This design comes from an exercise in tuning for small area, a short achievable clock period and few clock cycles on the open sky130 flow, not from production work.
Only simulation tests tie the RTL to the original design; equivalence was not proved.

// muldiv_engine
module muldiv_engine #(
    parameter int MULT_CYCLES = 5,
    parameter int DIV_CYCLES  = 10
) (
    input  logic        clk,
    input  logic        reset,
    input  logic        start,
    input  logic [2:0]  op,
    input  logic [31:0] d1,
    input  logic [31:0] d2,
    input  logic        flush,
    output logic        busy,
    output logic [31:0] hi,
    output logic [31:0] lo
);
    localparam int KM = 16;              
    localparam int KD = 4;               
    localparam int DW = 32 + KD - 1;     
    localparam logic [2:0] OP_MULT  = 3'd1;
    localparam logic [2:0] OP_MULTU = 3'd2;
    localparam logic [2:0] OP_DIV   = 3'd3;
    localparam logic [2:0] OP_DIVU  = 3'd4;
    localparam logic [2:0] OP_MTHI  = 3'd5;
    localparam logic [2:0] OP_MTLO  = 3'd6;
    localparam logic [2:0] S_IDLE = 3'd0;
    localparam logic [2:0] S_MUL  = 3'd1;
    localparam logic [2:0] S_DIV1 = 3'd2;
    localparam logic [2:0] S_DIV  = 3'd3;
    localparam logic [2:0] S_POST = 3'd4;
    logic [2:0]    state_reg;
    logic [5:0]    cnt_reg;
    logic [31:0]   hi_reg, lo_reg;
    logic [DW-1:0] x_reg;                
    logic          sgn_reg;              
    logic          negq_reg, negr_reg;   
    assign busy = (state_reg != S_IDLE);
    assign hi   = hi_reg;
    assign lo   = lo_reg;
    logic accept;
    assign accept = start && !flush && !busy && (op != 3'd0) && (op != 3'd7);
    logic        macc_s_reg;           
    logic        bprev_reg;            
    logic [32:0] macc, mx;
    logic [16:0] mb;
    logic        mcorr;
    logic [49:0] mv;
    logic        m_last;
    assign m_last = (cnt_reg == 6'd1);
    assign macc   = {macc_s_reg, hi_reg};
    assign mx     = {sgn_reg & x_reg[31], x_reg[31:0]};
    assign mb     = {lo_reg[15:0], bprev_reg};
    assign mcorr  = ~sgn_reg & m_last & lo_reg[15];
    logic        mshort;
    assign mshort = (cnt_reg == 6'(32 / KM)) &
                    ((lo_reg[31:15] == 17'd0) | (sgn_reg & (lo_reg[31:15] == 17'h1ffff)));
    wire bo0 = mb[1] ^ mb[0];
    wire bt0 = (mb[2] & ~mb[1] & ~mb[0]) | (~mb[2] & mb[1] & mb[0]);
    wire bn0 = mb[2];
    wire [33:0] pp0;
    assign pp0[0] = ((bo0 & mx[0]) | (bt0 & 1'b0)) ^ bn0;
    assign pp0[1] = ((bo0 & mx[1]) | (bt0 & mx[0])) ^ bn0;
  ...
clock: 130.0 ns
lec_check: 0
abc_area: 1
cap_margin: 20
core_margin: 2
core_utilization: 40
slew_margin: 20
standard.sh (not shown) runs the stock make flow with config.mk's settings and CLKGATE_MAP_FILE= SYNTH_SCRIPT=/design/flow/synth_recipe.tcl, a recipe that flattens the netlist after the stock synthesis.
==> flow/flow/run.sh <==
#!/bin/bash
set -euo pipefail
bash standard.sh SETUP_SLACK_MARGIN=102.7 finish > standard_flow.log 2>&1
The starting point went through all stages and came out clean.
Testbench counts at the start, summed over its fixed seeds: cycles 9,538.
Change:
==> flow/run.sh (new file) <==
#!/bin/bash
# synth_recipe.tcl (not shown) runs the flow's synth.tcl, then flattens the netlist and writes it again
# the make line also repeats each setting of config.mk as NAME=value (left out here)
make -C /OpenROAD-flow-scripts/flow DESIGN_CONFIG=/design/flow/config.mk WORK_HOME=/design/flow/orfs CLKGATE_MAP_FILE= SYNTH_SCRIPT=/design/flow/synth_recipe.tcl finish
removed: flow/flow/run.sh
removed: flow/standard.sh
The new run finished with timing, DRC and antenna clean.
Cell count fell slightly.
Worst hold slack is worse by 0.061 ns.
Critical path depth rose by 2.
Worst setup slack is worse by 1.0 ns.

---

Setup of red:
muldiv_engine, a different RTL version from the one above (not shown whole).
Size in the first run: about 4,800 cells after synthesis, roughly 140 I/O pins, about 0.032 sq mm of cells after synthesis.
==> flow/config.mk <==
export PLATFORM = sky130hd
export DESIGN_NAME = muldiv_engine
export DESIGN_NICKNAME = muldiv_engine
export VERILOG_FILES = /design/flow/design.v
export SDC_FILE = /design/flow/constraint.sdc
export NUM_CORES = 4
export LEC_CHECK = 0
export ABC_AREA = 1
export CAP_MARGIN = 30
export CORE_MARGIN = 2
export CORE_UTILIZATION = 50
export SLEW_MARGIN = 20
==> flow/constraint.sdc <==
create_clock -name core_clock -period 130.0 [get_ports {clk}]
set_input_delay 26.0000 -clock core_clock [delete_from_list [all_inputs] [get_ports {clk}]]
set_output_delay 26.0000 -clock core_clock [all_outputs]
set_load 0.01 [all_outputs]
==> flow/flow/run.sh <==
#!/bin/bash
set -euo pipefail
bash standard.sh SETUP_SLACK_MARGIN=101.5 finish > standard_flow.log 2>&1
Testbench counts of red, summed over its fixed seeds: cycles 9,316.
#### Input delta (blue over red)
- CORE_UTILIZATION now 40, was 50
==> flow/flow/run.sh <==
#!/bin/bash
set -euo pipefail
bash standard.sh SETUP_SLACK_MARGIN=101.7 finish > standard_flow.log 2>&1
### Flow results
Summary: with red as the reference, number of cells upsized or downsized after cts in blue moved up by more than 100%. Higher initial antenna violation count goes to red over blue. Delta (blue minus red): non-clock buffer count up 0.74%; wire length up 6.6%. blue packs its core looser than red.
#### Input delta (green over blue)
- CAP_MARGIN now 20, was 30
==> flow/run.sh (new file) <==
#!/bin/bash
# synth_recipe.tcl (not shown) runs the flow's synth.tcl, then flattens the netlist and writes it again
# the make line also repeats each setting of config.mk as NAME=value (left out here)
make -C /OpenROAD-flow-scripts/flow DESIGN_CONFIG=/design/flow/config.mk WORK_HOME=/design/flow/orfs CLKGATE_MAP_FILE= SYNTH_SCRIPT=/design/flow/synth_recipe.tcl finish
removed: flow/flow/run.sh
removed: flow/standard.sh
- d2[3] as the start point of the critical path was reported by blue, and d2[4] by green.
- For number of synthesized flops with an enable pin, blue and green come out practically identical.
- The final reports for green and blue show number of antenna violations at the first check in global routing lower in the former.
Modified inputs, orange compared to green
- PLACE_DENSITY newly set to 0.7
- CORE_UTILIZATION changed from 40 to 55
Findings:
Utilization after layout: orange vs green up 16 points. Diff green -> orange: portion of the layout cell area used by non-clock buffers moved up; final period demand of the worst path moved down. Compare green and orange | post-route cell area lower: orange. Taking green as the reference, in orange area enclosed by the die boundary dropped about 27%, total number of tap cells dropped about 27%, clock slew seen by the registers of the worst setup and hold paths barely changed.
Inputs modified between orange and purple:
- PLACE_DENSITY removed (was 0.7)
- CORE_UTILIZATION changed from 55 to 50
--- outcome ---
On post-route met1 wirelength: between purple and orange, it ends up higher for purple. Changes observed in purple relative to orange: part of the cycle the worst path needs went down by 0.32 points, design area went up by 0.59%, via count went down by 1,466, critical path depth went up by 1, total wire length after detailed routing went down by about 5%.

-- port drivers added, routing unchanged --
Ports are ideal in the flow. The routed layouts listed here were re-timed in OpenROAD. Step 1 sets driving cells, clkbuf_16 on the clock port and buf_2 on the other inputs (assumed; they add their load-dependent delay and slew). Step 2 moves the port delays by t, midway between the first and last clock arrival at a register: inputs arrive t later, outputs are due t later. That takes back most of the time a late clock gives input paths. Three values: no drivers, after step 1, after step 2; two values: the first two.
run	shift t [ns]	setup WS [ns]	worst setup path at the end	pins driven straight from the clock port
the first run of note 1	0.463	101.749 / 101.779 / 101.317	input to register	1
the second run of note 1	0.465	100.715 / 100.684 / 100.219	input to register	1
red	0.457	101.588 / 101.621 / 101.164	input to register	1
blue	0.461	101.596 / 101.621 / 101.161	input to register	1
green	0.456	100.196 / 100.232 / 99.777	input to register	1
orange	0.447	100.363 / 100.399 / 99.952	input to register	1
purple	0.446	100.779 / 100.815 / 100.369	input to register	1
After both steps setup and hold are still met in every run listed. For the second run of note 1, which loses most, drivers alone change the setup slack by -0.031 ns; drivers and shift together by -0.496 ns.
